From an optimization exercise on the open Yosys and OpenROAD flow, aimed at small area and a short achievable clock period; shortcuts taken in it are not production practice. RTL that was checked went through simulation tests only; none was proved equivalent to the original. Only the layout flow was run in runs 3 and 4; the RTL was not checked for function there. No activity file was given, so power comes from the tool's default toggle rates.

<file path="flow/design.v">
`default_nettype none
package cacheGeomPkg;
    localparam int numEntries = 64;
    localparam int tagWidth = 16;
    localparam int lineWidth = 128;
    localparam int indexWidth = $clog2(numEntries);
    typedef logic [tagWidth-1:0] tagT;
    typedef logic [indexWidth-1:0] indexT;
    typedef logic [lineWidth-1:0] lineT;
    typedef logic [numEntries-1:0] entryMaskT;
endpackage
`default_nettype wire
`default_nettype none
package cacheCmdPkg;
    typedef enum logic [0:0] {
        cmdWrite  = 1'b0,
        cmdLookup = 1'b1
    } cmdT;
endpackage
`default_nettype wire
`timescale 1ns/1ps
`default_nettype none
module tagCam (
    input  logic                    CLK,
    input  logic                    rst,
    input  logic                    enable,
    input  cacheCmdPkg::cmdT        cmd,
    input  cacheGeomPkg::indexT     writeIndex,
    input  cacheGeomPkg::tagT       tag,
    output cacheGeomPkg::entryMaskT matchVec
);
    cacheGeomPkg::entryMaskT validVec;
    cacheGeomPkg::entryMaskT writeSel;
    logic      writeEn;
    assign writeEn = enable && (cmd == cacheCmdPkg::cmdWrite);
    always_comb begin
        writeSel = '0;
        writeSel[writeIndex] = writeEn;
    end
    always_ff @(posedge CLK) begin
        if (rst) begin
            validVec <= '0;
        end else begin
            validVec <= validVec | writeSel;
        end
    end
    for (genvar i = 0; i < cacheGeomPkg::numEntries; i++) begin : gEntry
        cacheGeomPkg::tagT tagReg;
        always_ff @(posedge CLK) begin
            if (writeSel[i]) begin
                tagReg <= tag;
            end
        end
        assign matchVec[i] = validVec[i] && (tagReg == tag);
    end
endmodule
`default_nettype wire
`timescale 1ns/1ps
`default_nettype none
module matchEncoder (
    input  cacheGeomPkg::entryMaskT matchVec,
    output cacheGeomPkg::indexT     matchIndex,
    output logic                    matchAny
);
    always_comb begin
        matchIndex = '0;
        for (int i = cacheGeomPkg::numEntries - 1; i >= 0; i--) begin
            if (matchVec[i]) begin
                matchIndex = cacheGeomPkg::indexT'(i);
            end
        end
    end
    assign matchAny = |matchVec;
endmodule
`default_nettype wire
`timescale 1ns/1ps
`default_nettype none
module lineStore (
    input  logic                CLK,
    input  logic                rst,
    input  logic                enable,
    input  cacheCmdPkg::cmdT    cmd,
    input  cacheGeomPkg::indexT writeIndex,
    input  cacheGeomPkg::lineT  writeLine,
    input  cacheGeomPkg::indexT matchIndex,
    input  logic                matchAny,
    output logic                hit,
    output cacheGeomPkg::lineT  line
);
    cacheGeomPkg::lineT  memArray [cacheGeomPkg::numEntries];
    cacheGeomPkg::indexT memAddr;
    cacheGeomPkg::lineT  readLine;
    logic  writeEn;
    logic  lookupEn;
    assign writeEn  = enable && (cmd == cacheCmdPkg::cmdWrite);
    assign lookupEn = enable && (cmd == cacheCmdPkg::cmdLookup);
    assign memAddr = (cmd == cacheCmdPkg::cmdWrite) ? writeIndex : matchIndex;
    always_ff @(posedge CLK) begin
        if (writeEn) begin
            memArray[memAddr] <= writeLine;
        end
    end
    assign readLine = matchAny ? memArray[memAddr] : '0;
    always_ff @(posedge CLK) begin
        if (rst) begin
            hit  <= 1'b0;
            line <= '0;
        end else if (lookupEn) begin
            hit  <= matchAny;
            line <= readLine;
        end else if (writeEn) begin
            hit <= 1'b0;
        end
    end
endmodule
`default_nettype wire
`timescale 1ns/1ps
`default_nettype none
module camCacheTop (
    input  logic                CLK,
    input  logic                rst,
    input  logic                enable,
    input  cacheCmdPkg::cmdT    cmd,
    input  cacheGeomPkg::indexT writeIndex,
    input  cacheGeomPkg::tagT   tag,
    input  cacheGeomPkg::lineT  writeLine,
    output logic                hit,
    output cacheGeomPkg::lineT  line
);
    cacheGeomPkg::entryMaskT matchVec;
    cacheGeomPkg::indexT     matchIndex;
    logic      matchAny;
    tagCam tagCamInst (
        .CLK        (CLK),
        .rst        (rst),
        .enable     (enable),
        .cmd        (cmd),
        .writeIndex (writeIndex),
        .tag        (tag),
        .matchVec   (matchVec)
    );
    matchEncoder matchEncoderInst (
        .matchVec   (matchVec),
        .matchIndex (matchIndex),
        .matchAny   (matchAny)
    );
    lineStore lineStoreInst (
        .CLK        (CLK),
        .rst        (rst),
        .enable     (enable),
        .cmd        (cmd),
        .writeIndex (writeIndex),
        .writeLine  (writeLine),
        .matchIndex (matchIndex),
        .matchAny   (matchAny),
        .hit        (hit),
        .line       (line)
    );
endmodule
`default_nettype wire
</file>
<file path="flow/config.mk">
export PLATFORM = sky130hd
export DESIGN_NAME = camCacheTop
export DESIGN_NICKNAME = camCacheTop
export VERILOG_FILES = /design/flow/design.v
export SDC_FILE = /design/flow/constraint.sdc
export NUM_CORES = 8
export LEC_CHECK = 0
export CAP_MARGIN = 20
export CORE_MARGIN = 2
export CORE_UTILIZATION = 25
export PLACE_DENSITY = 0.35
export SLEW_MARGIN = 20
export SYNTH_MEMORY_MAX_BITS = 16384
</file>
<file path="flow/run.sh">
#!/bin/bash
# synth_recipe.tcl (not shown) runs the flow's synth.tcl, then flattens the netlist and writes it again
# the make line also repeats each setting of config.mk as NAME=value (left out here)
make -C /OpenROAD-flow-scripts/flow DESIGN_CONFIG=/design/flow/config.mk WORK_HOME=/design/flow/orfs CLKGATE_MAP_FILE= SYNTH_SCRIPT=/design/flow/synth_recipe.tcl finish
</file>
<file path="flow/constraint.sdc">
create_clock -name core_clock -period 10.0 [get_ports {CLK}]
set_input_delay 2.0000 -clock core_clock [delete_from_list [all_inputs] [get_ports {CLK}]]
set_output_delay 2.0000 -clock core_clock [all_outputs]
set_load 0.01 [all_outputs]
</file>
==> results of run 1 <==
flip-flops by register name, indices dropped and copies added (netlist names):
signal,count
lineStoreInst.hit,1
lineStoreInst.line,128
lineStoreInst.memArray,8192
tagCamInst.gEntry.tagReg,1024
tagCamInst.validVec,64
through the flow:
stage	hold WS, ps	cells	utilization	worst slack (ps)
final	465	45900	0.302	2000
after global routing	496	45800	0.302	1820
after detailed placement	455	43700	0.278	645
after global placement	453	43700	0.278	305
after CTS	463	45800	0.302	2030
after floorplan	454	23900	-	-1550
cell type report:
class | count | share of cell area
Antenna cell | 149 | 0.000838
Clock buffer | 1602 | 0.0732
Inverter | 122 | 0.00103
Tap cell | 19500 | 0.0548
Timing Repair Buffer | 1943 | 0.0506
Clock inverter | 445 | 0.00734
Multi-Input combinational cell | 12800 | 0.182
Sequential cell | 9409 | 0.631
cell families (layout without fill, tap and decap cells):
family	count (synthesis)	after routing
other	0	149
XOR/XNOR	1029	1029
adder cells (fa/ha/maj)	1	1
AND/OR/NAND/NOR	5993	5993
flip-flops	9409	9409
AO/OA/AOI/OAI	4859	4859
buffers and inverters	1688	4112
multiplexers	885	885
power breakdown:
part / internal, mW / switching, mW / leakage, nW
sequential: 43.4 / 0.0369 / 84.4
combinational: 1.33 / 3.82 / 37.7
clock: 23.8 / 17.1 / 17.5
layout by cell type (no fill, tap or decap), types with 109 or more instances in the layout:
cell | synthesis | routed
mux2i_1 | 547 | 547
diode_2 | 0 | 149
xor2_1 | 406 | 406
clkbuf_1 | 535 | 318
clkbuf_16 | 0 | 1216
clkdlybuf4s50_1 | 0 | 135
o22ai_1 | 732 | 732
a211oi_1 | 188 | 187
clkinv_1 | 0 | 212
nor4_1 | 190 | 187
nor3_1 | 215 | 206
o221ai_1 | 599 | 599
buf_4 | 181 | 1067
a31oi_1 | 246 | 246
buf_12 | 0 | 618
nand2_1 | 3010 | 2995
nand4_1 | 205 | 205
xnor2_1 | 623 | 623
o21ai_1 | 111 | 109
inv_1 | 122 | 121
mux2_2 | 331 | 331
nor2_1 | 685 | 602
o21ai_0 | 868 | 867
nand3_1 | 1176 | 1173
a21oi_1 | 461 | 455
a221oi_1 | 155 | 155
o211ai_1 | 318 | 318
dfxtp_1 | 193 | 193
a2bb2oi_1 | 213 | 213
clkinv_2 | 0 | 144
edfxtp_1 | 9216 | 9216
how the worst max path moves through the flow:
stage	from	to	slack, ps
6_report	tag[10]	lineStoreInst.line[108]$_SDFFE_PP0P_	2000
3_3_place_gp	tag[10]	lineStoreInst.line[91]$_SDFFE_PP0P_	310
3_5_place_dp	tag[2]	lineStoreInst.line[56]$_SDFFE_PP0P_	650
4_1_cts	tag[2]	lineStoreInst.line[56]$_SDFFE_PP0P_	2030
2_1_floorplan	tag[0]	lineStoreInst.memArray[49][0]$_DFFE_PP_	-1550
5_1_grt	tag[10]	lineStoreInst.line[16]$_SDFFE_PP0P_	1820
metal layers:
metal / track usage / vias up / share of wire
met5: 0 / - / 0.00016
met4: 0.0467 / 40 / 0.022
met3: 0.0363 / 1815 / 0.066
met2: 0.365 / 9378 / 0.46
met1: 0.323 / 128000 / 0.45
li1: - / 97400 / -
worst reg2reg max path, cell delays in order (launching register included):
cell,delay (ps)
edfxtp_1,400
xor2_1,170
nor4b_1,360
nand4b_1,140
or4_1,690
and2_1,210
o221ai_1,450
a221oi_1,380
buf_4,270
o311a_4,590
nor2_4,1030
buf_12,300
buf_12,270
buf_4,460
nand3_1,160
o211ai_1,120
a21oi_1,170
o211ai_1,670
o21ai_1,170
==> flow_summary.json, run 1 <==
{
  "drv_slew": 0,
  "crit_path_start_kind": "primary input",
  "cts_tree": "done",
  "r2r-end": "lineStoreInst.line[16]$_SDFFE_PP0P_",
  "place_congestion": 0.786,
  "syn_avg_cell_area_um2": 15.4,
  "status": "timing/DRC/antenna clean",
  "clock_latency_ps": 1350,
  "place_area_mm2": 0.409,
  "crit_buf_inv": 6,
  "post_cts_resized": 0,
  "synthTopCellsByArea": "edfxtp_1 (75%), nand2_1 (3.1%), nand3_1 (1.6%)",
  "crit_required_ps": 11240,
  "cts-buffers-inserted": 1193,
  "cp_common_cell": "buf_4",
  "dr.pass1.iters": 5,
  "worst_pin_slew_ps": 1200,
  "power.density_mw_per_mm2": 201,
  "clkTransAtPathRegs_ps": 60,
  "fin_skew_ps": 151,
  "arrival_ps": 9250,
  "r2r_cells": 18,
  "total_leakage_power_nw": 140,
  "ctsLongestPathBuffers": 6,
  "wl_per_cell_um": 37.9,
  "worstHoldStart": "lineStoreInst.line[125]$_SDFFE_PP0P_",
  "min_to": "lineStoreInst.line[125]$_SDFFE_PP0P_",
  "cts_hold_buf": 0,
  "antenna_found_initial": 261,
  "report.final.hold_viol_count": 0,
  "max_freq_mhz": 125,
  "placementRows": 446,
  "dieHeight_mm": 1.22,
  "synth_edf_count": 9216,
  "synth-simple-area-share": 0.0739,
  "async_flop_share": 0,
  "synthMuxAreaShare": 0.0254,
  "cts-htree-levels": 7,
  "synth_most_common_cell": "edfxtp_1",
  "syn_to_final_growth_pct": 20.8,
  "synth_common_cells": "edfxtp_1 (9,216), nand2_1 (3,010), nand3_1 (1,176), o21ai_0 (868), o22ai_1 (732)",
  "ys_seq_area_frac": 0.762,
  "grt_pass1_vias": 228000,
  "grt_setup_unrepaired": "no",
  "nets": 25600,
  "dr_total_vias": 236000,
  "synth_xor_area_frac": 0.0245,
  "fillers": 146000,
  "synth_largest_area_cell": "edfxtp_1",
  "slowest_stage": "a211oi_1",
  "irDropWorstVdd_mv": 0.123,
  "max_cap_violations": 0,
  "holdPathStages": 2,
  "die_w_mm": 1.22,
  "grt_pass1_wl_mm": 2280,
  "finalWirelength_mm": 1740,
  "first_iter_violations": 28900,
  "ys_seq_elements": 9409,
  "die-area_mm2": 1.48,
  "via_per_inst": 5.15,
  "max_slew_margin": 0.195,
  "dp_hpwl_mm": 1040,
  "route.detailed.drc": 0,
  "synth_nets": 24000,
  "track_usage": 0.227,
  "synthAdderAreaFrac": 0.0000340,
  "start_util": 0.250,
  "max_stage_delay_ps": 880,
  "overflow": 0,
  "regToRegSetupSlack_ps": 2860,
  "coreArea_mm2": 1.47,
  "synthCells": 23900,
  "ant_nets": 0,
  "yosysUniqueCellTypes": 105,
  "finalSetupTns_ps": 0,
  "final-setup-viol-count": 0,
  "postLayoutCellArea_mm2": 0.445,
  "cts_root_buffer": "clkbuf_16",
  "port_buffers": 282,
  "worstPathMaxFanout": 56,
  "regArea_mm2": 0.281,
  "min_period_ps": 8000,
  "grt_start_max_net_pins": 99,
  "path_cells": "clkbuf_8 > xnor2_1 > nor4b_1 > nand4b_1 > or4_1 > and4_1 > a211oi_1 > o221a_2 > o21bai_1 > buf_4 > nand2_4 > buf_12 > buf_12 > buf_4 > o221ai_1 > a21oi_1 > o32ai_1 > buf_4 > a211oi_1",
  "multi_input_area_mm2": 0.0808,
  "io_pins": 283,
  "cp-end-kind": "flip-flop",
  "yosysWarnings": 3,
  "ys.flop_type": "edfxtp_1",
  "cp.depth": 19,
  "crit_type": "primary input to flip-flop",
  "synth.top_cell.area_share": 0.751,
  "p_total_mw": 89.6,
  "numClockSinks": 9409,
  "syn-cell-area_mm2": 0.368,
  "synth_top_family_by_area": "compound AO/OA/AOI/OAI gates",
  "synth_compound_area_frac": 0.0926,
  "min_path_type": "flip-flop to flip-flop",
  "reg2reg_from": "tagCamInst.gEntry[57].tagReg[4]$_DFFE_PP_",
  "fin_crit_sh": 0.800,
  "post_cts_buffers": 0,
  "drive_gt1_frac": 0.149,
  "path_delay_family": "compound AO/OA/AOI/OAI gates"
}
==> run 2, diff against run 1 <==
--- a/flow/design.v
+++ b/flow/design.v
@@ -27,10 +27,10 @@
     input  cacheCmdPkg::cmdT        cmd,
     input  cacheGeomPkg::indexT     writeIndex,
     input  cacheGeomPkg::tagT       tag,
+    output cacheGeomPkg::entryMaskT writeSel,
     output cacheGeomPkg::entryMaskT matchVec
 );
     cacheGeomPkg::entryMaskT validVec;
-    cacheGeomPkg::entryMaskT writeSel;
     logic      writeEn;
     assign writeEn = enable && (cmd == cacheCmdPkg::cmdWrite);
     always_comb begin
@@ -59,48 +59,53 @@
 `default_nettype none
 module matchEncoder (
     input  cacheGeomPkg::entryMaskT matchVec,
-    output cacheGeomPkg::indexT     matchIndex,
+    output cacheGeomPkg::entryMaskT matchSel,
     output logic                    matchAny
 );
+    cacheGeomPkg::entryMaskT below;
     always_comb begin
-        matchIndex = '0;
-        for (int i = cacheGeomPkg::numEntries - 1; i >= 0; i--) begin
-            if (matchVec[i]) begin
-                matchIndex = cacheGeomPkg::indexT'(i);
-            end
+        below[0] = 1'b0;
+        for (int i = 1; i < cacheGeomPkg::numEntries; i++) begin
+            below[i] = below[i-1] | matchVec[i-1];
         end
     end
+    assign matchSel = matchVec & ~below;
     assign matchAny = |matchVec;
 endmodule
 `default_nettype wire
 `timescale 1ns/1ps
 `default_nettype none
 module lineStore (
-    input  logic                CLK,
-    input  logic                rst,
-    input  logic                enable,
-    input  cacheCmdPkg::cmdT    cmd,
-    input  cacheGeomPkg::indexT writeIndex,
-    input  cacheGeomPkg::lineT  writeLine,
-    input  cacheGeomPkg::indexT matchIndex,
-    input  logic                matchAny,
-    output logic                hit,
-    output cacheGeomPkg::lineT  line
+    input  logic                    CLK,
+    input  logic                    rst,
+    input  logic                    enable,
+    input  cacheCmdPkg::cmdT        cmd,
+    input  cacheGeomPkg::entryMaskT writeSel,
+    input  cacheGeomPkg::lineT      writeLine,
+    input  cacheGeomPkg::entryMaskT matchSel,
+    input  logic                    matchAny,
+    output logic                    hit,
+    output cacheGeomPkg::lineT      line
 );
-    cacheGeomPkg::lineT  memArray [cacheGeomPkg::numEntries];
-    cacheGeomPkg::indexT memAddr;
-    cacheGeomPkg::lineT  readLine;
+    cacheGeomPkg::lineT readLine;
     logic  writeEn;
     logic  lookupEn;
     assign writeEn  = enable && (cmd == cacheCmdPkg::cmdWrite);
     assign lookupEn = enable && (cmd == cacheCmdPkg::cmdLookup);
-    assign memAddr = (cmd == cacheCmdPkg::cmdWrite) ? writeIndex : matchIndex;
-    always_ff @(posedge CLK) begin
-        if (writeEn) begin
-            memArray[memAddr] <= writeLine;
+    cacheGeomPkg::lineT memArray [cacheGeomPkg::numEntries];
+    for (genvar i = 0; i < cacheGeomPkg::numEntries; i++) begin : gLine
+        always_ff @(posedge CLK) begin
+            if (writeSel[i]) begin
+                memArray[i] <= writeLine;
+            end
         end
     end
-    assign readLine = matchAny ? memArray[memAddr] : '0;
+    always_comb begin
+        readLine = '0;
+        for (int i = 0; i < cacheGeomPkg::numEntries; i++) begin
+            readLine = readLine | (memArray[i] & {cacheGeomPkg::lineWidth{matchSel[i]}});
+        end
+    end
     always_ff @(posedge CLK) begin
         if (rst) begin
             hit  <= 1'b0;
@@ -127,8 +132,9 @@
     output logic                hit,
     output cacheGeomPkg::lineT  line
 );
+    cacheGeomPkg::entryMaskT writeSel;
     cacheGeomPkg::entryMaskT matchVec;
-    cacheGeomPkg::indexT     matchIndex;
+    cacheGeomPkg::entryMaskT matchSel;
     logic      matchAny;
     tagCam tagCamInst (
         .CLK        (CLK),
@@ -137,11 +143,12 @@
         .cmd        (cmd),
         .writeIndex (writeIndex),
         .tag        (tag),
+        .writeSel   (writeSel),
         .matchVec   (matchVec)
     );
     matchEncoder matchEncoderInst (
         .matchVec   (matchVec),
-        .matchIndex (matchIndex),
+        .matchSel   (matchSel),
         .matchAny   (matchAny)
     );
     lineStore lineStoreInst (
@@ -149,9 +156,9 @@
         .rst        (rst),
         .enable     (enable),
         .cmd        (cmd),
-        .writeIndex (writeIndex),
+        .writeSel   (writeSel),
         .writeLine  (writeLine),
-        .matchIndex (matchIndex),
+        .matchSel   (matchSel),
         .matchAny   (matchAny),
         .hit        (hit),
         .line       (line)
==> flow_summary.json, run 2 <==
{
  "numClockSinks": 9409,
  "drv_slew": 0,
  "crit_type": "primary input to flip-flop",
  "endpoint": "lineStoreInst.line[25]$_SDFFE_PP0P_",
  "port_buffers": 282,
  "track_usage": 0.225,
  "fin_skew_ps": 124,
  "ys_seq_area_frac": 0.802,
  "irDropWorstVdd_mv": 0.123,
  "top_register": "lineStoreInst.memArray",
  "grt_start_max_net_pins": 85,
  "utilization": 0.300,
  "synthCells": 19900,
  "path_cells": "clkbuf_8 > buf_4 > xor2_1 > nor4_1 > nand2_1 > nor4_1 > nor4_4 > and2_1 > and4_2 > and4_2 > and3_2 > buf_4 > a22oi_1 > and3_1 > a311oi_1",
  "worst_pin_slew_ps": 1320,
  "min_period_ps": 7610,
  "route.detailed.drc": 0,
  "synth.top_cell.area_share": 0.791,
  "overflow": 0,
  "final-setup-viol-count": 0,
  "slowest_stage": "and4_2",
  "regToRegSetupSlack_ps": 3410,
  "status": "timing/DRC/antenna clean",
  "min_path_type": "flip-flop to flip-flop",
  "synth_largest_area_cell": "edfxtp_1",
  "fin_crit_sh": 0.761,
  "pre_cts_slack_ps": 1070,
  "ant_nets": 0,
  "io_pins": 283,
  "clkTransAtPathRegs_ps": 60,
  "grt_pass1_vias": 203000,
  "largest_reg_flops": 8192,
  "yosysUniqueCellTypes": 92,
  "fin_ws_ps": 2390,
  "finalSetupTns_ps": 0,
  "mostFrequentLayoutCell": "edfxtp_1",
  "arrival_ps": 8800,
  "cp-end-kind": "flip-flop",
  "place_congestion": 0.816,
  "post_cts_buffers": 0,
  "cts-htree-levels": 7,
  "max_stage_delay_ps": 960,
  "clock_latency_ps": 1300,
  "max_freq_mhz": 131,
  "power.density_mw_per_mm2": 203,
  "dieHeight_mm": 1.19,
  "syn_to_final_growth_pct": 19.6,
  "report.final.hold_viol_count": 0,
  "max_cap_violations": 0,
  "syn-cell-area_mm2": 0.350,
  "synth_common_cells": "edfxtp_1 (9,216), a22oi_1 (1,369), nand2_1 (1,190), clkbuf_1 (845), nand3_1 (574)",
  "crit_path_start_kind": "primary input",
  "antenna_found_initial": 250,
  "finalWirelength_mm": 1640,
  "startpoint": "tag[6]",
  "coreArea_mm2": 1.40,
  "wl_per_cell_um": 40.1,
  "synthTopCellsByArea": "edfxtp_1 (79%), a22oi_1 (2.9%), a222oi_1 (1.4%)",
  "synth_most_common_cell": "edfxtp_1",
  "place_area_mm2": 0.384,
  "cts_tree": "done",
  "dr.pass1.iters": 13,
  "dp_hpwl_mm": 1030,
  "die-area_mm2": 1.41,
  "async_flop_share": 0,
  "die_w_mm": 1.19,
  "dr_total_vias": 212000,
  "cts-buffers-inserted": 1144,
  "final_cell_mix": "edfxtp_1 (9,216), a22oi_1 (1,368), nand2_1 (1,187)",
  "via_per_inst": 5.20,
  "ctsLongestPathBuffers": 6,
  "ys.flop_type": "edfxtp_1",
  "max_slew_margin": 0.118,
  "ys_seq_elements": 9409,
  "placementRows": 434,
  "post_cts_resized": 0,
  "synth_nets": 20100,
  "holdPathStages": 2,
  "first_iter_violations": 31800,
  "cts_hold_buf": 0,
  "worstPathMaxFanout": 56,
  "total_leakage_power_nw": 128,
  "r2r_cells": 16,
  "largest_registers": "lineStoreInst.memArray (8192), tagCamInst.gEntry.tagReg (1024), lineStoreInst.line (128)",
  "grt_pass1_wl_mm": 2110,
  "syn_avg_cell_area_um2": 17.5,
  "r2r-end": "lineStoreInst.line[25]$_SDFFE_PP0P_",
  "synth_edf_count": 9216,
  "crit_required_ps": 11180,
  "drive_gt1_frac": 0.146,
  "fillers": 138000,
  "yosysWarnings": 4,
  "nets": 21600,
  "grt_setup_unrepaired": "no",
  "reg2reg_from": "tagCamInst.gEntry[0].tagReg[5]$_DFFE_PP_",
  "postLayoutCellArea_mm2": 0.418,
  "start_util": 0.251,
  "cts_root_buffer": "clkbuf_16"
}
-- run 2: per-stage QoR --
stage	total power [mW]	cells	hold WS [ps]
6_report	84.9	40800	467
5_1_grt	87.1	40800	490
4_1_cts	85.6	40700	471
3_5_place_dp	46.5	38800	458
3_3_place_gp	46.5	38800	447
2_1_floorplan	45.0	19900	432
-- run 2: power breakdown --
part	total [mW]	internal (mW)	switching, mW
Sequential	43.6	43.5	0.114
Clock	39.2	22.7	16.6
Combinational	2.03	0.417	1.61
-- run 2: worst min path at each step --
stage                                       start                                 end  slack, ps
2_1_floorplan  tagCamInst.validVec[11]$_SDFF_PP0_  tagCamInst.validVec[11]$_SDFF_PP0_        430
3_3_place_gp   tagCamInst.validVec[11]$_SDFF_PP0_  tagCamInst.validVec[11]$_SDFF_PP0_        450
3_5_place_dp   tagCamInst.validVec[44]$_SDFF_PP0_  tagCamInst.validVec[44]$_SDFF_PP0_        460
4_1_cts        tagCamInst.validVec[27]$_SDFF_PP0_  tagCamInst.validVec[27]$_SDFF_PP0_        470
5_1_grt        tagCamInst.validVec[55]$_SDFF_PP0_  tagCamInst.validVec[55]$_SDFF_PP0_        490
6_report       tagCamInst.validVec[27]$_SDFF_PP0_  tagCamInst.validVec[27]$_SDFF_PP0_        470
-- run 2: cell families after synthesis --
| family | synth area share |
|---|---|
| mux | 0.000114 |
| fa+ha+maj | 0.0000358 |
| xor+xnor | 0.0258 |
| compound gates | 0.102 |
| simple gates | 0.0530 |
| flops | 0.802 |
| buf+inv | 0.0164 |
-- run 2: layer usage --
metal	GRT usage	share of wire	routed length (µm)
met5	0	0.00014	232
met4	0.0612	0.031	51100
met1	0.313	0.43	711000
met3	0.0369	0.071	116000
met2	0.363	0.46	757000
-- run 2: final cells by class --
cell class              count  area, µm²  share of cell area
clock inverters           409       2820             0.00675
clock buffers            1513      31100              0.0744
multi-input cells        9275      65900               0.158
well taps               18500      23200              0.0554
flip-flops and latches   9409     281000               0.671
inverters                  85        319            0.000763
repair buffers           1527      14100              0.0337
diodes                     92        230            0.000550
-- run 2: critical path, delay by kind of cell --
kind	cells	cell delay [ps]
buf+inv	3	1160
simple gates	9	4580
compound gates	2	390
xor+xnor	1	170
==> run 3, diff against run 2 <==
--- a/flow/design.v
+++ b/flow/design.v
@@ -4,10 +4,13 @@
     localparam int tagWidth = 16;
     localparam int lineWidth = 128;
     localparam int indexWidth = $clog2(numEntries);
+    localparam int groupSize = 8;
+    localparam int numGroups = numEntries / groupSize;
     typedef logic [tagWidth-1:0] tagT;
     typedef logic [indexWidth-1:0] indexT;
     typedef logic [lineWidth-1:0] lineT;
     typedef logic [numEntries-1:0] entryMaskT;
+    typedef logic [numGroups-1:0] groupMaskT;
 endpackage
 `default_nettype wire
 `default_nettype none
@@ -59,18 +62,31 @@
 `default_nettype none
 module matchEncoder (
     input  cacheGeomPkg::entryMaskT matchVec,
-    output cacheGeomPkg::entryMaskT matchSel,
+    output cacheGeomPkg::entryMaskT localSel,
+    output cacheGeomPkg::groupMaskT groupSel,
     output logic                    matchAny
 );
-    cacheGeomPkg::entryMaskT below;
+    cacheGeomPkg::groupMaskT groupAny;
     always_comb begin
-        below[0] = 1'b0;
-        for (int i = 1; i < cacheGeomPkg::numEntries; i++) begin
-            below[i] = below[i-1] | matchVec[i-1];
+        for (int g = 0; g < cacheGeomPkg::numGroups; g++) begin
+            logic below;
+            below = 1'b0;
+            for (int k = 0; k < cacheGeomPkg::groupSize; k++) begin
+                localSel[g*cacheGeomPkg::groupSize+k] = matchVec[g*cacheGeomPkg::groupSize+k] & ~below;
+                below = below | matchVec[g*cacheGeomPkg::groupSize+k];
+            end
+            groupAny[g] = below;
         end
     end
-    assign matchSel = matchVec & ~below;
-    assign matchAny = |matchVec;
+    always_comb begin
+        logic below;
+        below = 1'b0;
+        for (int g = 0; g < cacheGeomPkg::numGroups; g++) begin
+            groupSel[g] = groupAny[g] & ~below;
+            below = below | groupAny[g];
+        end
+    end
+    assign matchAny = |groupAny;
 endmodule
 `default_nettype wire
 `timescale 1ns/1ps
@@ -82,7 +98,8 @@
     input  cacheCmdPkg::cmdT        cmd,
     input  cacheGeomPkg::entryMaskT writeSel,
     input  cacheGeomPkg::lineT      writeLine,
-    input  cacheGeomPkg::entryMaskT matchSel,
+    input  cacheGeomPkg::entryMaskT localSel,
+    input  cacheGeomPkg::groupMaskT groupSel,
     input  logic                    matchAny,
     output logic                    hit,
     output cacheGeomPkg::lineT      line
@@ -100,10 +117,19 @@
             end
         end
     end
+    cacheGeomPkg::lineT groupLine [cacheGeomPkg::numGroups];
     always_comb begin
+        for (int g = 0; g < cacheGeomPkg::numGroups; g++) begin
+            groupLine[g] = '0;
+            for (int k = 0; k < cacheGeomPkg::groupSize; k++) begin
+                groupLine[g] = groupLine[g]
+                    | (memArray[g*cacheGeomPkg::groupSize+k]
+                       & {cacheGeomPkg::lineWidth{localSel[g*cacheGeomPkg::groupSize+k]}});
+            end
+        end
         readLine = '0;
-        for (int i = 0; i < cacheGeomPkg::numEntries; i++) begin
-            readLine = readLine | (memArray[i] & {cacheGeomPkg::lineWidth{matchSel[i]}});
+        for (int g = 0; g < cacheGeomPkg::numGroups; g++) begin
+            readLine = readLine | (groupLine[g] & {cacheGeomPkg::lineWidth{groupSel[g]}});
         end
     end
     always_ff @(posedge CLK) begin
@@ -134,7 +160,8 @@
 );
     cacheGeomPkg::entryMaskT writeSel;
     cacheGeomPkg::entryMaskT matchVec;
-    cacheGeomPkg::entryMaskT matchSel;
+    cacheGeomPkg::entryMaskT localSel;
+    cacheGeomPkg::groupMaskT groupSel;
     logic      matchAny;
     tagCam tagCamInst (
         .CLK        (CLK),
@@ -148,7 +175,8 @@
     );
     matchEncoder matchEncoderInst (
         .matchVec   (matchVec),
-        .matchSel   (matchSel),
+        .localSel   (localSel),
+        .groupSel   (groupSel),
         .matchAny   (matchAny)
     );
     lineStore lineStoreInst (
@@ -158,7 +186,8 @@
         .cmd        (cmd),
         .writeSel   (writeSel),
         .writeLine  (writeLine),
-        .matchSel   (matchSel),
+        .localSel   (localSel),
+        .groupSel   (groupSel),
         .matchAny   (matchAny),
         .hit        (hit),
         .line       (line)
--- a/flow/config.mk
+++ b/flow/config.mk
@@ -5,9 +5,10 @@
 export SDC_FILE = /design/flow/constraint.sdc
 export NUM_CORES = 8
 export LEC_CHECK = 0
+export ABC_CLOCK_PERIOD_IN_PS = 2500
 export CAP_MARGIN = 20
 export CORE_MARGIN = 2
-export CORE_UTILIZATION = 25
-export PLACE_DENSITY = 0.35
+export CORE_UTILIZATION = 50
+export PLACE_DENSITY = 0.6
 export SLEW_MARGIN = 20
 export SYNTH_MEMORY_MAX_BITS = 16384
==> flow_summary.json, run 3 <==
{
  "status": "timing/DRC/antenna clean",
  "synth_top_family_by_area": "compound AO/OA/AOI/OAI gates",
  "crit_required_ps": 11080,
  "largest_reg_flops": 8192,
  "crit_buf_inv": 3,
  "numClockSinks": 9409,
  "pwr-share-seq": 0.543,
  "ant_nets": 0,
  "synth_xor_area_frac": 0.0242,
  "syn_avg_cell_area_um2": 15.7,
  "via_per_inst": 6.97,
  "fin_crit_sh": 0.712,
  "clkTransAtPathRegs_ps": 60,
  "power.switching_mw": 16.9,
  "total_leakage_power_nw": 128,
  "start_util": 0.502,
  "min_path_type": "flip-flop to flip-flop",
  "die_w_um": 864,
  "max_slew_margin": 0.129,
  "mostFrequentLayoutCell": "edfxtp_1",
  "nets": 23900,
  "max_stage_delay_ps": 1050,
  "worstPathMaxFanout": 47,
  "cts_root_buffer": "clkbuf_16",
  "antenna_found_initial": 119,
  "synth_compound_area_frac": 0.117,
  "largest_registers": "lineStoreInst.memArray (8192), tagCamInst.gEntry.tagReg (1024), lineStoreInst.line (128)",
  "grt_pass1_wl_mm": 1800,
  "postLayoutCellArea_mm2": 0.417,
  "post_cts_resized": 0,
  "clock_latency_ps": 1290,
  "fillers": 57300,
  "power.density_mw_per_mm2": 192,
  "clockPowerShare": 0.433,
  "route.detailed.drc": 0,
  "yosysWarnings": 5,
  "synth_edf_count": 9216,
  "dr.pass1.iters": 12,
  "sw_frac_of_total": 0.211,
  "die-area_mm2": 0.746,
  "fin_skew_ps": 146,
  "cts-buffers-inserted": 930,
  "p_comb_frac": 0.024,
  "wl_per_cell_um": 37.6,
  "slowest_stage": "a222oi_1",
  "io_pins": 283,
  "overflow": 0,
  "p_int_mw": 63.3,
  "synth-simple-area-share": 0.0753,
  "cp-end-kind": "flip-flop",
  "placementRows": 315,
  "finalWirelength_mm": 1300,
  "drive_gt1_frac": 0.113,
  "dr_total_vias": 240000,
  "cts-htree-levels": 6,
  "hold_ws_ps": 472,
  "report.final.hold_viol_count": 0,
  "synth.top_cell.area_share": 0.748,
  "cts_hold_buf": 0,
  "async_flop_share": 0,
  "grt_start_max_net_pins": 105,
  "synth_nets": 23800,
  "worst_pin_slew_ps": 1300,
  "path_delay_family": "simple AND/OR/NAND/NOR gates",
  "ys.flop_type": "edfxtp_1",
  "final_cell_mix": "edfxtp_1 (9,216), nor2_1 (1,160), nand2_1 (1,046)",
  "grt_pass1_vias": 227000,
  "synth_most_common_cell": "edfxtp_1",
  "cts_tree": "done",
  "drv_slew": 0,
  "pre_cts_slack_ps": 1840,
  "irDropWorstVdd_mv": 0.190,
  "crit_type": "primary input to flip-flop",
  "fin_ws_ps": 2880,
  "final-setup-viol-count": 0,
  "min_period_ps": 7120,
  "dieHeight_um": 864,
  "synthAdderAreaFrac": 0.0000338,
  "coreArea_mm2": 0.736,
  "ctsLongestPathBuffers": 4,
  "place_congestion": 0.915,
  "cp_common_cell": "buf_4",
  "synth_largest_area_cell": "edfxtp_1",
  "ys_seq_elements": 9409,
  "track_usage": 0.336,
  "synthMuxAreaShare": 0.00131,
  "dp_hpwl_mm": 752,
  "post_cts_buffers": 0,
  "synthCells": 23600,
  "ys_seq_area_frac": 0.759,
  "synth_common_cells": "edfxtp_1 (9,216), clkbuf_1 (1,488), nor2_1 (1,252), nand2_1 (1,057), a221oi_1 (943)",
  "grt_setup_unrepaired": "no",
  "syn-cell-area_mm2": 0.370,
  "top_register": "lineStoreInst.memArray",
  "first_iter_violations": 37600,
  "port_buffers": 282,
  "max_cap_violations": 0,
  "crit_path_start_kind": "primary input",
  "finalSetupTns_ps": 0,
  "utilization": 0.567,
  "yosysUniqueCellTypes": 97,
  "arrival_ps": 8190,
  "place_area_mm2": 0.387,
  "max_freq_mhz": 141,
  "path_cells": "buf_6 > buf_4 > nor2b_1 > or4b_1 > nor4b_4 > nand3_4 > and4b_4 > and3_4 > buf_4 > nand2_1 > o2111ai_1 > a222oi_1 > a31oi_1",
  "synthTopCellsByArea": "edfxtp_1 (75%), a221oi_1 (2.2%), clkbuf_1 (1.5%)",
  "syn_to_final_growth_pct": 12.8
}
==> run 3: tightest hold or removal path: cells and delay by family (launching register included) <==
| kind | cells | cell delay [ps] |
|---|---|---|
| simple gates | 2 | 120 |
| flops | 1 | 320 |
==> run 3: worst paths after layout <==
| path | from | to | slack, ps | cells past startpoint |
|---|---|---|---|---|
| worst min-delay path | tagCamInst.validVec[28]$_SDFF_PP0_ | tagCamInst.validVec[28]$_SDFF_PP0_ | 470 | 2 |
| worst max register to register | tagCamInst.gEntry[10].tagReg[6]$_DFFE_PP_ | lineStoreInst.line[103]$_SDFFE_PP0P_ | 3880 | 12 |
| worst max-delay path | tag[6] | lineStoreInst.line[82]$_SDFFE_PP0P_ | 2880 | 13 |
| worst min register to register | tagCamInst.validVec[28]$_SDFF_PP0_ | tagCamInst.validVec[28]$_SDFF_PP0_ | 470 | 2 |
==> run 3: power groups by stage <==
stage	sequential (mW)	clock (mW)	combinational, mW
final	43.6	34.7	1.90
after global routing	43.6	36.4	1.98
after CTS	43.6	34.9	1.86
after detailed placement	44.5	0	1.85
after global placement	44.5	0	1.82
after floorplan	44.4	0	0.611
==> run 3: final cells by class <==
cell class | instances | area [µm²] | area share
Antenna cell | 55 | 138 | 0.000330
Sequential cell | 9409 | 281000 | 0.673
Tap cell | 9827 | 12300 | 0.0295
Inverter | 105 | 394 | 0.000945
Clock inverter | 491 | 5030 | 0.0121
Timing Repair Buffer | 1182 | 11000 | 0.0264
Multi-Input combinational cell | 12200 | 82500 | 0.198
Clock buffer | 1233 | 25100 | 0.0601
==> run 3: cells by family after synthesis <==
logic type / Yosys count
mux: 48
xor+xnor: 1022
simple gates: 5448
flops: 9409
fa+ha+maj: 1
buf+inv: 2045
compound gates: 5637
==> run 3: stage by stage <==
step / power, mW / instances
floorplan: 45.0 / 23600
global placement: 46.3 / 32700
detailed placement: 46.3 / 32700
CTS: 80.4 / 34400
global route: 82.0 / 34400
finish: 80.3 / 34500
==> run 3: per-layer routing <==
| layer | routed length (µm) | track usage | up-vias |
|---|---|---|---|
| met5 | 369 | 0 | - |
| met4 | 69700 | 0.153 | 56 |
| met3 | 157000 | 0.0823 | 3000 |
| met2 | 592000 | 0.523 | 16900 |
| met1 | 477000 | 0.450 | 123000 |
| li1 | - | - | 97000 |
==> run 4, diff against run 3 <==
--- a/flow/config.mk
+++ b/flow/config.mk
@@ -10,5 +10,6 @@
 export CORE_MARGIN = 2
 export CORE_UTILIZATION = 50
 export PLACE_DENSITY = 0.6
+export SETUP_SLACK_MARGIN = 4
 export SLEW_MARGIN = 20
 export SYNTH_MEMORY_MAX_BITS = 16384
==> flow_summary.json, run 4 <==
{
  "cp-end-kind": "flip-flop",
  "yosysWarnings": 5,
  "max_freq_mhz": 159,
  "total_leakage_power_nw": 129,
  "synth_most_common_cell": "edfxtp_1",
  "yosysUniqueCellTypes": 97,
  "nets": 24000,
  "largest_registers": "lineStoreInst.memArray (8192), tagCamInst.gEntry.tagReg (1024), lineStoreInst.line (128)",
  "synth_nets": 23800,
  "irDropWorstVdd_mv": 0.233,
  "max_slew_margin": 0.0152,
  "ys_seq_elements": 9409,
  "syn_to_final_growth_pct": 13.2,
  "start_util": 0.502,
  "route.detailed.drc": 0,
  "synthCells": 23600,
  "max_cap_violations": 0,
  "drv_slew": 0,
  "p_total_mw": 80.0,
  "cts_tree": "done",
  "io_pins": 283,
  "numClockSinks": 9409,
  "synth_common_cells": "edfxtp_1 (9,216), clkbuf_1 (1,488), nor2_1 (1,252), nand2_1 (1,057), a221oi_1 (943)",
  "wl_per_cell_um": 37.8,
  "power.density_mw_per_mm2": 191,
  "finalSetupTns_ps": 0,
  "crit_required_ps": 11080,
  "cts-buffers-inserted": 928,
  "port_buffers": 282,
  "final_cell_mix": "edfxtp_1 (9,216), nor2_1 (1,155), nand2_1 (1,043)",
  "min_period_ps": 6290,
  "overflow": 0,
  "die_w_um": 864,
  "placementRows": 315,
  "largest_reg_flops": 8192,
  "clkTransAtPathRegs_ps": 70,
  "cts-htree-levels": 6,
  "min_path_type": "flip-flop to flip-flop",
  "first_iter_violations": 38300,
  "dr_total_vias": 240000,
  "grt_pass1_vias": 228000,
  "synth_edf_count": 9216,
  "ant_nets": 0,
  "syn_avg_cell_area_um2": 15.7,
  "arrival_ps": 7370,
  "die-area_mm2": 0.746,
  "track_usage": 0.336,
  "fillers": 57300,
  "finalWirelength_mm": 1310,
  "fin_skew_ps": 136,
  "multi_input_area_mm2": 0.0833,
  "crit_type": "primary input to flip-flop",
  "worstPathMaxFanout": 45,
  "status": "timing/DRC/antenna clean",
  "regArea_mm2": 0.281,
  "report.final.hold_viol_count": 0,
  "grt_setup_unrepaired": "yes",
  "coreArea_mm2": 0.736,
  "place_congestion": 0.897,
  "synthTopCellsByArea": "edfxtp_1 (75%), a221oi_1 (2.2%), clkbuf_1 (1.5%)",
  "dp_cells": 32700,
  "mostFrequentLayoutCell": "edfxtp_1",
  "top_register": "lineStoreInst.memArray",
  "drive_gt1_frac": 0.119,
  "antenna_found_initial": 122,
  "grt_pass1_wl_mm": 1800,
  "final-setup-viol-count": 0,
  "dieHeight_um": 864,
  "async_flop_share": 0,
  "dp_hpwl_mm": 743,
  "clock_latency_ps": 1280,
  "synth_largest_area_cell": "edfxtp_1",
  "ys.flop_type": "edfxtp_1",
  "crit_path_start_kind": "primary input",
  "synth.top_cell.area_share": 0.748,
  "cts_root_buffer": "clkbuf_16",
  "via_per_inst": 6.94,
  "ctsLongestPathBuffers": 4,
  "ys_seq_area_frac": 0.759,
  "syn-cell-area_mm2": 0.370,
  "worst_pin_slew_ps": 1480,
  "dr.pass1.iters": 13,
  "fin_crit_sh": 0.629,
  "grt_start_max_net_pins": 112,
  "fin_cells": 34600
}
-- run 4: path summary, 6_finish.rpt --
| check | from | endpoint | slack (ps) | cells after the start |
|---|---|---|---|---|
| min reg2reg | tagCamInst.validVec[2]$_SDFF_PP0_ | tagCamInst.validVec[2]$_SDFF_PP0_ | 470 | 2 |
| min | tagCamInst.validVec[2]$_SDFF_PP0_ | tagCamInst.validVec[2]$_SDFF_PP0_ | 470 | 2 |
| max | tag[4] | lineStoreInst.line[82]$_SDFFE_PP0P_ | 3710 | 12 |
| max reg2reg | tagCamInst.gEntry[51].tagReg[4]$_DFFE_PP_ | lineStoreInst.line[82]$_SDFFE_PP0P_ | 4760 | 10 |
-- run 4: report_power, final --
group	internal, mW	leakage [nW]	switching, mW
combinational	0.423	30.0	1.55
sequential	43.5	84.4	0.121
clock	19.2	14.5	15.2
-- run 4: cell type report --
type	instances	share of cell area
Clock inverter	487	0.0107
Sequential cell	9409	0.670
Tap cell	9827	0.0294
Clock buffer	1247	0.0603
Multi-Input combinational cell	12200	0.199
Timing Repair Buffer	1246	0.0289
Antenna cell	119	0.000711
Inverter	105	0.000941
-- run 4: cells by family after synthesis --
logic type | Yosys count | share of synthesized area
multiplexers | 48 | 0.00131
XOR/XNOR | 1022 | 0.0242
flip-flops | 9409 | 0.759
AND/OR/NAND/NOR | 5448 | 0.0753
buffers and inverters | 2045 | 0.0231
AO/OA/AOI/OAI | 5637 | 0.117
adder cells (fa/ha/maj) | 1 | 0.0000338
-- run 4: metal layers --
| layer | share of wire | GRT usage |
|---|---|---|
| met3 | 0.12 | 0.0843 |
| met4 | 0.055 | 0.156 |
| met5 | 0.00020 | 0.000191 |
| met2 | 0.45 | 0.522 |
| met1 | 0.37 | 0.448 |
-- run 4: timing repair --
action | CTS | global route
resized for setup | 110 | 74
cloned | 15 | 17
hold buffers | 0 | 0
pin swaps | 35 | 37
setup buffers | 26 | 32
setup endpoints to repair | 128 | 109
-- run 4: metrics by stage --
stage	instance area (µm²)	hold WS [ps]	utilization	setup slack, ps
after floorplan	370000	432	-	2570
after global placement	386000	444	0.525	1770
after detailed placement	387000	458	0.525	1800
after CTS	417000	472	0.567	3990
after global routing	419000	501	0.569	3890
final	419000	466	0.569	3710
-- run 4: worst max-delay path, stage by stage --
cell and delay (ps):
buf_16 270, buf_16 260, xnor2_1 210, nand2_1 720, or4_4 910, and2_4 410
and3_4 380, buf_6 270, nand2_1 110, o2111ai_1 330, a222oi_1 1080, a31oi_1 170
==> run 5, diff against run 4 <==
--- a/flow/design.v
+++ b/flow/design.v
@@ -4,7 +4,7 @@
     localparam int tagWidth = 16;
     localparam int lineWidth = 128;
     localparam int indexWidth = $clog2(numEntries);
-    localparam int groupSize = 8;
+    localparam int groupSize = 4;
     localparam int numGroups = numEntries / groupSize;
     typedef logic [tagWidth-1:0] tagT;
     typedef logic [indexWidth-1:0] indexT;
==> flow/flow/run.sh (new file) <==
#!/bin/bash
# Layout flow: the standard ORFS flow with tuned repair settings (see args.sh).
set -o pipefail
source flow/args.sh
bash standard.sh "${ARGS[@]}" finish > standard.log 2>&1
==> flow/flow/args.sh (new file) <==
ARGS=(MATCH_CELL_FOOTPRINT=0 "BUFFER_PORTS_ARGS=-buffer_cell sky130_fd_sc_hd__buf_4")
==> flow/standard.sh (new file) <==
#!/bin/bash
# synth_recipe.tcl (not shown) runs the flow's synth.tcl, then flattens the netlist and writes it again
# the make line also repeats each setting of config.mk as NAME=value (left out here)
make -C /OpenROAD-flow-scripts/flow DESIGN_CONFIG=/design/flow/config.mk WORK_HOME=/design/flow/orfs CLKGATE_MAP_FILE= SYNTH_SCRIPT=/design/flow/synth_recipe.tcl "${@:-finish}"
==> flow/config.mk (replaced) <==
export PLATFORM = sky130hd
export DESIGN_NAME = camCacheTop
export DESIGN_NICKNAME = camCacheTop
export VERILOG_FILES = /design/flow/design.v
export SDC_FILE = /design/flow/constraint.sdc
export NUM_CORES = 8
export LEC_CHECK = 0
export CAP_MARGIN = 30
export CORE_MARGIN = 2
export CORE_UTILIZATION = 50
export CTS_BUF_LIST = sky130_fd_sc_hd__clkbuf_16
export CTS_CLUSTER_DIAMETER = 60
export CTS_CLUSTER_SIZE = 24
export PLACE_DENSITY = 0.6
export SETUP_SLACK_MARGIN = 5
export SLEW_MARGIN = 30
export SYNTH_MEMORY_MAX_BITS = 16384
export TNS_END_PERCENT = 5
removed: flow/run.sh
==> flow_summary.json, run 5 <==
{
  "status": "timing/DRC/antenna clean",
  "worstHoldStart": "tagCamInst.validVec[14]$_SDFF_PP0_",
  "dr_total_vias": 242000,
  "numClockSinks": 9409,
  "antenna_found_initial": 170,
  "dieHeight_um": 855,
  "drv_slew": 0,
  "crit_required_ps": 11070,
  "path_delay_family": "buffers and inverters",
  "ys_seq_elements": 9409,
  "synthTopCellsByArea": "edfxtp_1 (76%), a221oi_1 (2.8%), nor2_1 (1.7%)",
  "die-area_mm2": 0.731,
  "final_cell_mix": "edfxtp_1 (9,216), nor2_1 (1,562), nand2_1 (1,521)",
  "arrival_ps": 6570,
  "pre_cts_slack_ps": 1760,
  "grt_start_max_net_pins": 124,
  "overflow": 0,
  "crit_type": "primary input to flip-flop",
  "final-setup-viol-count": 0,
  "placementRows": 312,
  "crit_buf_inv": 6,
  "mostFrequentLayoutCell": "edfxtp_1",
  "report.final.hold_viol_count": 0,
  "worstPathMaxFanout": 45,
  "grt_pass1_vias": 217000,
  "ys.flop_type": "edfxtp_1",
  "synth_edf_count": 9216,
  "fin_ws_ps": 4500,
  "fin_skew_ps": 134,
  "crit_path_start_kind": "primary input",
  "synth.top_cell.area_share": 0.764,
  "cts_hold_buf": 0,
  "first_iter_violations": 49000,
  "top_register": "lineStoreInst.memArray",
  "yosysWarnings": 5,
  "syn_avg_cell_area_um2": 15.8,
  "cts-htree-levels": 6,
  "yosysUniqueCellTypes": 101,
  "track_usage": 0.382,
  "synthCells": 23000,
  "wl_per_cell_um": 43.2,
  "power.density_mw_per_mm2": 180,
  "via_per_inst": 7.19,
  "ant_nets": 0,
  "synth_common_cells": "edfxtp_1 (9,216), nor2_1 (1,676), nand2_1 (1,553), a221oi_1 (1,153), clkbuf_1 (1,127)",
  "ys_seq_area_frac": 0.775,
  "startpoint": "tag[2]",
  "min_path_type": "flip-flop to flip-flop",
  "path_cells": "buf_16 > buf_12 > buf_4 > xnor2_1 > nand4_1 > nor4_2 > bufbuf_16 > nand2_8 > buf_12 > nor4bb_4 > clkbuf_16 > a21oi_1 > a21oi_1 > a222oi_1 > a31oi_1",
  "reg2reg_from": "tagCamInst.gEntry[41].tagReg[13]$_DFFE_PP_",
  "cp-end-kind": "flip-flop",
  "largest_registers": "lineStoreInst.memArray (8192), tagCamInst.gEntry.tagReg (1024), lineStoreInst.line (128)",
  "worst_pin_slew_ps": 1200,
  "syn_to_final_growth_pct": 12.9,
  "cts-buffers-inserted": 603,
  "clkTransAtPathRegs_ps": 90,
  "finalWirelength_mm": 1450,
  "dp_hpwl_mm": 824,
  "slowest_stage": "a222oi_1",
  "grt_setup_unrepaired": "yes",
  "largest_reg_flops": 8192,
  "finalSetupTns_ps": 0,
  "max_stage_delay_ps": 780,
  "drive_gt1_frac": 0.134,
  "max_slew_margin": 0.202,
  "dr.pass1.iters": 10,
  "clock_latency_ps": 1230,
  "die_w_um": 855,
  "cts_tree": "done",
  "route.detailed.drc": 0,
  "regToRegSetupSlack_ps": 5420,
  "coreArea_mm2": 0.722,
  "ctsLongestPathBuffers": 4,
  "place_congestion": 0.937,
  "min_period_ps": 5500,
  "cts_root_buffer": "clkbuf_16",
  "nets": 23500,
  "total_leakage_power_nw": 125,
  "async_flop_share": 0,
  "fin_crit_sh": 0.550,
  "synth_nets": 23100,
  "io_pins": 283,
  "synth_most_common_cell": "edfxtp_1",
  "syn-cell-area_mm2": 0.362,
  "start_util": 0.502,
  "port_buffers": 282,
  "irDropWorstVdd_mv": 0.198,
  "max_cap_violations": 0,
  "grt_pass1_wl_mm": 1910,
  "max_freq_mhz": 182,
  "hold_ws_ps": 464,
  "synth_largest_area_cell": "edfxtp_1"
}
run 5: cell types whose count changed after synthesis, moves of 272 or more:
cell,before,now
a21oi_1,563,1080
a22oi_1,228,575
and3_1,368,96
clkbuf_1,1488,1127
nand2_1,1057,1553
nand4_1,884,205
nor2_1,1252,1676
o2111ai_1,352,50
run 5: cell families (layout without fill, tap and decap cells):
logic type,Yosys count,in the layout,synth area share
flip-flops,9409,9409,0.775
AO/OA/AOI/OAI,5952,5953,0.118
AND/OR/NAND/NOR,4899,4921,0.0609
buffers and inverters,1625,2518,0.0195
XOR/XNOR,1021,1021,0.0247
multiplexers,60,60,0.00175
adder cells (fa/ha/maj),1,1,0.0000345
other,0,158,0
run 5: area by class of cell:
| class | count | area, µm² |
|---|---|---|
| fill | 55600 | 313000 |
| sequential | 9409 | 281000 |
| multi-input combinational | 12000 | 79100 |
| timing repair buffer | 1400 | 15700 |
| clock buffer | 620 | 15500 |
| tap | 9577 | 12000 |
| clock inverter | 479 | 5700 |
| antenna | 158 | 395 |
| inverter | 19 | 82.6 |
run 5: worst reg2reg max path: cells and delay by family (launching register included):
kind / cells / cell delay (ps)
AO/OA/AOI/OAI: 2 / 1070
XOR/XNOR: 1 / 170
buffers and inverters: 3 / 470
flip-flops: 1 / 420
AND/OR/NAND/NOR: 7 / 2380
run 5: worst paths after layout:
check,cells past startpoint,end
hold / removal,1,tagCamInst.validVec[14]$_SDFF_PP0_
setup reg to reg,13,lineStoreInst.line[63]$_SDFFE_PP0P_
hold reg to reg,1,tagCamInst.validVec[14]$_SDFF_PP0_
setup / recovery,15,lineStoreInst.line[10]$_SDFFE_PP0P_
run 5: power breakdown:
part | leakage [nW] | total, mW | internal, mW | switching, mW
combinational | 30.2 | 1.89 | 0.413 | 1.47
sequential | 84.4 | 43.6 | 43.4 | 0.135
clock | 10.4 | 28.1 | 13.3 | 14.8
run 5: metal layers:
metal  routed length [µm]  up-vias  share of wire  track usage
li1                     -    92700              -            -
met1               506000   123000           0.35        0.509
met2               607000    21500           0.42        0.541
met3               221000     4161           0.15        0.128
met4               116000       74          0.080        0.239
met5                 1710        -         0.0012      0.00348
run 5: repair_timing:
action	CTS	global route
pin swaps	87	68
endpoints found under the setup margin	129	160
gates cloned	63	29
gates resized for setup	583	282
hold endpoints to repair	0	0
setup buffers	133	104
run 5: per-stage QoR:
step	cells	area [µm²]	util	power, mW
2_1_floorplan	23000	363000	-	44.9
3_3_place_gp	32000	379000	0.524	46.1
3_5_place_dp	32000	379000	0.525	46.1
4_1_cts	33300	405000	0.562	73.4
5_1_grt	33500	409000	0.566	74.9
6_report	33600	409000	0.567	73.5
==> run 6, diff against run 5 <==
--- a/flow/config.mk
+++ b/flow/config.mk
@@ -14,5 +14,6 @@
 export PLACE_DENSITY = 0.6
 export SETUP_SLACK_MARGIN = 5
 export SLEW_MARGIN = 30
+export SYNTH_HIERARCHICAL = 1
 export SYNTH_MEMORY_MAX_BITS = 16384
 export TNS_END_PERCENT = 5
==> flow_summary.json, run 6 <==
{
  "status": "timing/DRC/antenna clean",
  "utilization": 0.568,
  "path_delay_family": "simple AND/OR/NAND/NOR gates",
  "hold_ws_ps": 496,
  "path_cells": "buf_16 > buf_8 > xor2_2 > nor4_2 > nand4_1 > nor3_4 > buf_4 > clkbuf_16 > nor3b_4 > buf_12 > a22o_1 > o21ai_0 > nand4_1 > nor4_2 > a211oi_1",
  "dr_total_vias": 226000,
  "sw_frac_of_total": 0.219,
  "cts_root_buffer": "clkbuf_16",
  "drive_gt1_frac": 0.133,
  "clockPowerShare": 0.377,
  "report.final.hold_viol_count": 0,
  "dieHeight_um": 843,
  "power.switching_mw": 15.8,
  "largest_reg_flops": 8192,
  "ctsLongestPathBuffers": 4,
  "crit_required_ps": 11060,
  "synthCells": 19500,
  "nets": 20400,
  "synthTopCellsByArea": "edfxtp_1 (79%), a22o_1 (10%), xor2_1 (2.5%)",
  "pwr-share-seq": 0.602,
  "syn_avg_cell_area_um2": 18.0,
  "overflow": 0,
  "grt_pass1_wl_mm": 1860,
  "antenna_found_initial": 184,
  "finalSetupTns_ps": 0,
  "die-area_mm2": 0.710,
  "min_period_ps": 5320,
  "via_per_inst": 7.48,
  "max_freq_mhz": 188,
  "finalWirelength_mm": 1470,
  "clock_latency_ps": 1210,
  "cts-buffers-inserted": 595,
  "grt_start_max_net_pins": 82,
  "r2r-end": "lineStoreInst.line[10]$_SDFFE_PP0P_",
  "drv_slew": 0,
  "synth_most_common_cell": "edfxtp_1",
  "crit_buf_inv": 5,
  "top_register": "lineStoreInst.memArray",
  "mostFrequentLayoutCell": "edfxtp_1",
  "dr.pass1.iters": 9,
  "regArea_mm2": 0.281,
  "ys_seq_elements": 9409,
  "reg2reg_from": "tagCamInst.gEntry[0].tagReg[14]$_DFFE_PP_",
  "grt_setup_unrepaired": "yes",
  "fin_skew_ps": 87.6,
  "irDropWorstVdd_mv": 0.216,
  "max_slew_margin": 0.121,
  "arrival_ps": 6370,
  "place_area_mm2": 0.369,
  "route.detailed.drc": 0,
  "min_path_type": "flip-flop to flip-flop",
  "synth.top_cell.area_share": 0.787,
  "ys_seq_area_frac": 0.798,
  "cts-htree-levels": 6,
  "start_util": 0.501,
  "port_buffers": 282,
  "p_total_mw": 72.3,
  "synth_largest_area_cell": "edfxtp_1",
  "max_stage_delay_ps": 460,
  "async_flop_share": 0,
  "grt_pass1_vias": 200000,
  "final-setup-viol-count": 0,
  "placementRows": 308,
  "first_iter_violations": 50300,
  "largest_registers": "lineStoreInst.memArray (8192), tagCamInst.gEntry.tagReg (1024), lineStoreInst.line (128)",
  "worst_pin_slew_ps": 1320,
  "regToRegSetupSlack_ps": 5430,
  "worstHoldStart": "tagCamInst.validVec[39]$_SDFF_PP0_",
  "yosysUniqueCellTypes": 53,
  "ant_nets": 0,
  "fin_cells": 30300,
  "total_leakage_power_nw": 127,
  "cts_tree": "done",
  "syn_to_final_growth_pct": 13.5,
  "holdPathStages": 2,
  "crit_path_start_kind": "primary input",
  "clkTransAtPathRegs_ps": 90,
  "ys.flop_type": "edfxtp_1",
  "p_int_mw": 56.5,
  "dp_hpwl_mm": 701,
  "track_usage": 0.388,
  "fin_crit_sh": 0.532,
  "worstPathMaxFanout": 59,
  "die_w_um": 843,
  "coreArea_mm2": 0.702,
  "pre_cts_slack_ps": 1860,
  "dp_cells": 28500,
  "power.density_mw_per_mm2": 181,
  "r2r_cells": 14,
  "syn-cell-area_mm2": 0.352,
  "cts_hold_buf": 0,
  "min_to": "tagCamInst.validVec[39]$_SDFF_PP0_",
  "place_congestion": 0.845,
  "slowest_stage": "nand4_1",
  "numClockSinks": 9409,
  "max_cap_violations": 0,
  "synth_nets": 19700,
  "yosysWarnings": 11,
  "postLayoutCellArea_mm2": 0.399,
  "multi_input_area_mm2": 0.0669,
  "final_cell_mix": "edfxtp_1 (9,216), a22o_1 (4,032), o21ai_0 (1,674)",
  "synth_edf_count": 9216,
  "io_pins": 283,
  "synth_common_cells": "edfxtp_1 (9,216), a22o_1 (4,032), o21ai_0 (1,738), xor2_1 (1,012), buf_2 (851)",
  "fin_ws_ps": 4680,
  "fillers": 52700,
  "crit_type": "primary input to flip-flop",
  "cp-end-kind": "flip-flop",
  "p_comb_frac": 0.021,
  "wl_per_cell_um": 48.5
}
-- run 6: changes by cell type in the layout (fill, tap and decap cells not counted), sizes merged, moves of 168 or more --
cell and change:
a221oi -1153, xor2 +497, nand3 -675, a221o -440, a22oi -493, a21oi -1081
nor2 -1483, nand2 -1498, nand4 +371, o21ai +947, nor4 +168, a2bb2oi -186
a22o +4003, xnor2 -493
-- run 6: modules after synthesis (local to each module, per instance), excerpt --
module | copies in the design | cells | flops+latches
lineStore | 1 | 16500 | 8321
matchEncoder | 1 | 111 | 0
tagCam | 1 | 2896 | 1088
-- run 6: worst max-delay path by stage --
stage / start / endpoint / slack, ps / cells past startpoint
after floorplan: writeIndex[0] / lineStoreInst.memArray[4][0]$_DFFE_PP_ / 4060 / 9
after global placement: tag[6] / lineStoreInst.line[5]$_SDFFE_PP0P_ / 1840 / 17
after detailed placement: tag[6] / lineStoreInst.line[64]$_SDFFE_PP0P_ / 1860 / 18
after CTS: tag[6] / lineStoreInst.line[43]$_SDFFE_PP0P_ / 4910 / 20
after global routing: tag[6] / lineStoreInst.line[8]$_SDFFE_PP0P_ / 4790 / 19
final: tag[12] / lineStoreInst.line[94]$_SDFFE_PP0P_ / 4680 / 15
-- run 6: power by group through the flow --
stage / clock network, mW / logic, mW / registers, mW
after floorplan: 0 / 0.392 / 44.4
after global placement: 0 / 1.28 / 44.4
after detailed placement: 0 / 1.31 / 44.4
after CTS: 27.1 / 1.41 / 43.5
after global routing: 28.4 / 1.59 / 43.5
final: 27.2 / 1.54 / 43.5
-- run 6: final cells by class --
class / instances / area share
diodes: 207 / 0.00130
clock buffers: 617 / 0.0387
clock inverters: 463 / 0.0121
inverters: 80 / 0.000900
multi-input cells: 8745 / 0.168
flip-flops and latches: 9409 / 0.703
well taps: 9300 / 0.0292
repair buffers: 1448 / 0.0471
repair inverters: 1 / 0.0000125
-- run 6: worst register-to-register path, stage by stage, from the launching register on --
cell       delay (ps)
edfxtp_1          380
xor2_1            170
nor4_1            280
nand4_1           210
nor4_4            440
buf_8             400
nor3b_4           110
buf_12            150
clkbuf_16         230
buf_6             570
a22o_1            270
o21ai_0           260
nand4_1           380
nor4_1            410
a211oi_1          130
-- run 6: timing repair --
| action | in CTS | in global routing |
|---|---|---|
| setup endpoints to repair | 268 | 267 |
| pin swaps | 73 | 70 |
| gates cloned | 72 | 66 |
| resized for setup | 577 | 274 |
| setup buffers | 114 | 203 |
-- run 6: per-layer routing --
layer | part of all wire | routed length (µm) | track usage | up-vias
li1 | - | - | - | 82100
met1 | 0.34 | 491000 | 0.515 | 116000
met2 | 0.43 | 624000 | 0.565 | 23200
met3 | 0.17 | 243000 | 0.127 | 5057
met4 | 0.073 | 107000 | 0.223 | 84
met5 | 0.00045 | 654 | 0.00200 | -
-- run 6: cell families (layout without fill, tap and decap cells) --
| family | after synthesis | in the layout | share of synthesized area |
|---|---|---|---|
| simple gates | 1382 | 1382 | 0.0227 |
| compound gates | 6336 | 6336 | 0.135 |
| xor+xnor | 1025 | 1025 | 0.0255 |
| other cells | 0 | 207 | 0 |
| flops | 9409 | 9409 | 0.798 |
| fa+ha+maj | 1 | 1 | 0.0000356 |
| buf+inv | 1393 | 2609 | 0.0186 |
| mux | 1 | 1 | 0.0000320 |

-- afterwards: timing with drivers on the ports --
The results above use ideal ports. As a check the final layouts listed here were re-extracted and re-timed, cells and wires unchanged.
Step 1 (the two cells are an assumption about what drives the block):
set clk [get_ports {CLK}]
set_driving_cell -lib_cell sky130_fd_sc_hd__clkbuf_16 $clk
set_driving_cell -lib_cell sky130_fd_sc_hd__buf_2 [delete_from_list [all_inputs] $clk]
Step 2 moves the port delays by t, midway between the first and last clock arrival at a register: inputs arrive t later, outputs are due t later. That takes back most of the time a late clock gives input paths.
a / b / c = ideal ports / drivers / drivers and shift; a / b = the first two.
run | t, ns | slack for setup (ns) | hold slack, ns | worst slew at a driven data input, ns
run 1 | 1.458 | 1.999 / 2.098 / 0.640 | 0.465 / 0.465 / 0.465 | 0.64
run 2 | 1.417 | 2.388 / 2.462 / 1.044 | 0.467 / 0.467 / 0.467 | 0.61
run 3 | 1.380 | 2.883 / 2.997 / 1.617 | 0.472 / 0.472 / 0.472 | 0.48
run 4 | 1.381 | 3.711 / 3.780 / 2.399 | 0.466 / 0.466 / 0.466 | 0.52
run 5 | 1.325 | 4.501 / 4.417 / 3.092 | 0.464 / 0.464 / 0.464 | 0.45
run 6 | 1.302 | 4.684 / 4.567 / 3.265 | 0.496 / 0.496 / 0.496 | 0.42
After both steps setup and hold are still met in every run listed. For run 6, which loses most, drivers alone change the setup slack by -0.117 ns; drivers and shift together by -1.419 ns.
